Context: an optimization exercise on an open-source flow, tuned for small area. The choices shown serve that exercise and are no tape-out recipe.
Only simulation tests tie the RTL to the original design; equivalence was not proved.
Power and IR drop assume default switching activity.

== run A ==
## timer_subsys
module timer_subsys (
	input  wire		clk,
	input  wire		rst_n,
	input  wire		psel,
	input  wire		penable,
	input  wire		pwrite,
	input  wire [15:0]	paddr,
	input  wire [31:0]	pwdata,
	input  wire		dbg_halt,
	output logic [31:0]	prdata,
	output logic		pready,
	output logic		pslverr,
	output logic [3:0]	irq
);
Size in the first run: ~1,700 cells after synthesis, roughly 340 flip-flops, ~92 I/O pins, about 18,000 µm² of cells after synthesis.
clock: 3.5 ns
lec_check: 0
cap_margin: 0
core_margin: 2
core_utilization: 65
place_density: 0.85
setup_slack_margin: 0.02
slew_margin: 0
standard.sh (not shown) runs the stock make flow with config.mk's settings and CLKGATE_MAP_FILE= SYNTH_SCRIPT=/design/flow/synth_recipe.tcl, a recipe that flattens the netlist after the stock synthesis.
==> flow/flow/run.sh <==
#!/bin/bash
# Layout flow: the standard ORFS flow, with smaller port buffers, a clock
# tree without dummy loads, and power recovery (which downsizes cells with
# slack) followed by a max-slew repair.
set -uo pipefail
cd "$(dirname "${BASH_SOURCE[0]}")/.."
bash standard.sh \
	"BUFFER_PORTS_ARGS=-buffer_cell sky130_fd_sc_hd__buf_2" \
	"CTS_ARGS=-sink_clustering_enable -repair_clock_nets -buf_list sky130_fd_sc_hd__clkbuf_4 -sink_clustering_size 10 -sink_clustering_max_diameter 40 -dont_use_dummy_load" \
	"POST_GLOBAL_ROUTE_TCL=$PWD/flow/post_grt.tcl" \
	finish > standard.log 2>&1
exit $?
==> flow/flow/post_grt.tcl <==
# Downsize cells that have timing slack to spare, keeping a setup margin,
# then repair max slew and capacitance again, legalize and reroute.
global_route -start_incremental
repair_timing -recover_power 100 -setup_margin 0.15 -verbose
repair_design -slew_margin 0 -cap_margin 0
detailed_placement
global_route -end_incremental
estimate_parasitics -global_routing
report_wns
report_tns
write_guides $::env(RESULTS_DIR)/route.guide
Modified inputs, run B compared to run A
- CORE_UTILIZATION now 60, was 65
- PLACE_DENSITY now 0.8, was 0.85
## What came out
Going from run A to run B, number of antenna repair diodes picked up an extra 1, growth of design area from synthesis to finish increased by 0.55 points relative to the old numbers, number of global-route vias before repair lost 0.99%, global routing usage summed across all routing layers went down 2.5 points.
From run A to run B, synthesized-area fraction occupied by ao, oa, aoi and oai cells did not move at all.
Between run A and run B, the flow reports routed wire length increasing by a few percent.
In run B, met2 routed wirelength is higher than in run A.
Looking at slack of the critical path across both flows, run B is the weaker of the two, with run A ahead.
Compared to run A, run B leaves more free space in the core.
Cell area | run B vs run A | run B larger
For run C, these inputs were changed with respect to run B:
- PLACE_DENSITY changed from 0.8 to 0.75
- CORE_UTILIZATION changed from 60 to 55
- GPL_TIMING_DRIVEN newly set to 0
Results
- Run C packs its core more loosely than run B.
- Run C ran in full, but the layout does not pass; the checks complain about setup timing.
- In the tables for run C and run B, count of clock-buffer cells in the layout reads higher with run C.
- Taking run B as the reference, in run C maximum clock rate now sits lower; global-route wire length before repair now sits higher.
- Run B → run C: number of non-clock buffers in the layout now sits higher; combinational fraction of design power essentially unchanged; design area now larger.
diff inputs: run C => run D
- CTS_CLUSTER_DIAMETER newly set to 50
- CTS_CLUSTER_SIZE newly set to 16
- GPL_TIMING_DRIVEN removed (was 0)
- CTS_BUF_LIST newly set to sky130_fd_sc_hd__clkbuf_8
==> flow/run.sh (new file) <==
#!/bin/bash
# synth_recipe.tcl (not shown) runs the flow's synth.tcl, then flattens the netlist and writes it again
# the make line also repeats each setting of config.mk as NAME=value (left out here)
make -C /OpenROAD-flow-scripts/flow DESIGN_CONFIG=/design/flow/config.mk WORK_HOME=/design/flow/orfs CLKGATE_MAP_FILE= SYNTH_SCRIPT=/design/flow/synth_recipe.tcl finish
removed: flow/flow/run.sh
removed: flow/flow/post_grt.tcl
removed: flow/standard.sh
### Flow results
Comparing run D and run C, the lower number of nets in the final layout was measured on run D. The cell type of the slowest stage on the worst timing path comes out clkdlybuf4s50_1 in one run and dfrtp_1 in the other, namely in run D and run C respectively. Internal power (run D vs. run C) increases by more than 10%. In summary, run D completed successfully, with a layout that passed the timing, DRC and antenna checks. NOTE: number of buffers outside the clock class in the layout in run D falls short of that of run C.
Modified inputs, run E compared to run D
- removing CTS_CLUSTER_DIAMETER (formerly 50)
- removing CTS_CLUSTER_SIZE (formerly 16)
- removing CTS_BUF_LIST (formerly sky130_fd_sc_hd__clkbuf_8)
==> flow/flow/run.sh (new file) <==
#!/bin/bash
# Layout flow: the standard ORFS flow, with smaller port buffers, a clock
# tree without dummy loads, and power recovery (which downsizes cells with
# slack) followed by a max-slew repair.
set -uo pipefail
cd "$(dirname "${BASH_SOURCE[0]}")/.."
bash standard.sh \
	"BUFFER_PORTS_ARGS=-buffer_cell sky130_fd_sc_hd__buf_2" \
	"CTS_ARGS=-sink_clustering_enable -repair_clock_nets -buf_list sky130_fd_sc_hd__clkbuf_4 -sink_clustering_size 10 -sink_clustering_max_diameter 40 -dont_use_dummy_load" \
	"POST_GLOBAL_ROUTE_TCL=$PWD/flow/post_grt.tcl" \
	finish > standard.log 2>&1
exit $?
==> flow/flow/post_grt.tcl (new file) <==
# Downsize cells that have timing slack to spare, keeping a setup margin,
# then repair max slew and capacitance again, legalize and reroute.
global_route -start_incremental
repair_timing -recover_power 100 -setup_margin 0.15 -verbose
repair_design -slew_margin 0 -cap_margin 0
detailed_placement
global_route -end_incremental
estimate_parasitics -global_routing
report_wns
report_tns
write_guides $::env(RESULTS_DIR)/route.guide
==> flow/standard.sh (new file) <==
#!/bin/bash
# synth_recipe.tcl (not shown) runs the flow's synth.tcl, then flattens the netlist and writes it again
# the make line also repeats each setting of config.mk as NAME=value (left out here)
make -C /OpenROAD-flow-scripts/flow DESIGN_CONFIG=/design/flow/config.mk WORK_HOME=/design/flow/orfs CLKGATE_MAP_FILE= SYNTH_SCRIPT=/design/flow/synth_recipe.tcl "${@:-finish}"
removed: flow/run.sh
Findings:
Changes observed in run E relative to run D: number of CTS-inserted buffers increased by about 43% relative to the old numbers; clock period minus worst slack decreased by 0.036 ns relative to the old numbers; worst-skew pair later-pin latency increased by 0.18 ns relative to the old numbers; final routed wirelength across all metal layers decreased by 1.9% relative to the old numbers.
Run E ended up with prdata[9] as its end of the critical path; run D ended up with prdata[31].
Input-level comparison between run F and run E:
-- flow/flow/run.sh --
<<< run E, line 9
	"CTS_ARGS=-sink_clustering_enable -repair_clock_nets -buf_list sky130_fd_sc_hd__clkbuf_4 -sink_clustering_size 10 -sink_clustering_max_diameter 40 -dont_use_dummy_load" \
>>> run F, line 9
	"CTS_ARGS=-sink_clustering_enable -repair_clock_nets -buf_list sky130_fd_sc_hd__clkbuf_8 -sink_clustering_size 16 -sink_clustering_max_diameter 50 -dont_use_dummy_load" \
==> summary.txt <==
- Per the comparison of run F with run E, worst setup slack has increased; fraction of met3 tracks used by global routing has decreased; clock transition at the registers of the reported paths has decreased.
- In the flow results for run E and run F, the area added between synthesis and finish is smaller on run E.

==> port drivers added, routing unchanged <==
No port has a modelled driver above. Below, the same layouts with a new extraction and two added sets of constraints.
Step 1 sets driving cells, clkbuf_16 on the clock port and buf_2 on the other inputs (assumed; they add their load-dependent delay and slew).
Step 2 also shifts input and output timing later by t, the mid clock arrival at the registers, as if the neighbouring blocks saw the same clock.
Three values: ideal ports, drivers, drivers and shift; two values: the first two.
run	t (ns)	setup slack, ns	worst setup path after step 2	worst slew at a driven data input, ns	cell pins on the clock port's net
run A	0.745	0.042 / -0.005 / -0.280	input to register	0.04	1
run B	0.750	0.029 / -0.016 / -0.151	input to register	0.06	1
run C	0.873	-0.049 / -0.101 / -0.773	input to register	0.04	1
run D	0.623	0.062 / 0.035 / 0.035	input to output	0.05	1
run E	0.772	0.098 / 0.052 / -0.309	input to register	0.04	1
run F	0.601	0.149 / 0.130 / -0.217	input to register	0.04	1
With both steps, setup timing fails in run A, run B, run E and run F, where it was met with ideal ports. For run C, which loses most, drivers alone change the setup slack by -0.052 ns; drivers and shift together by -0.724 ns.
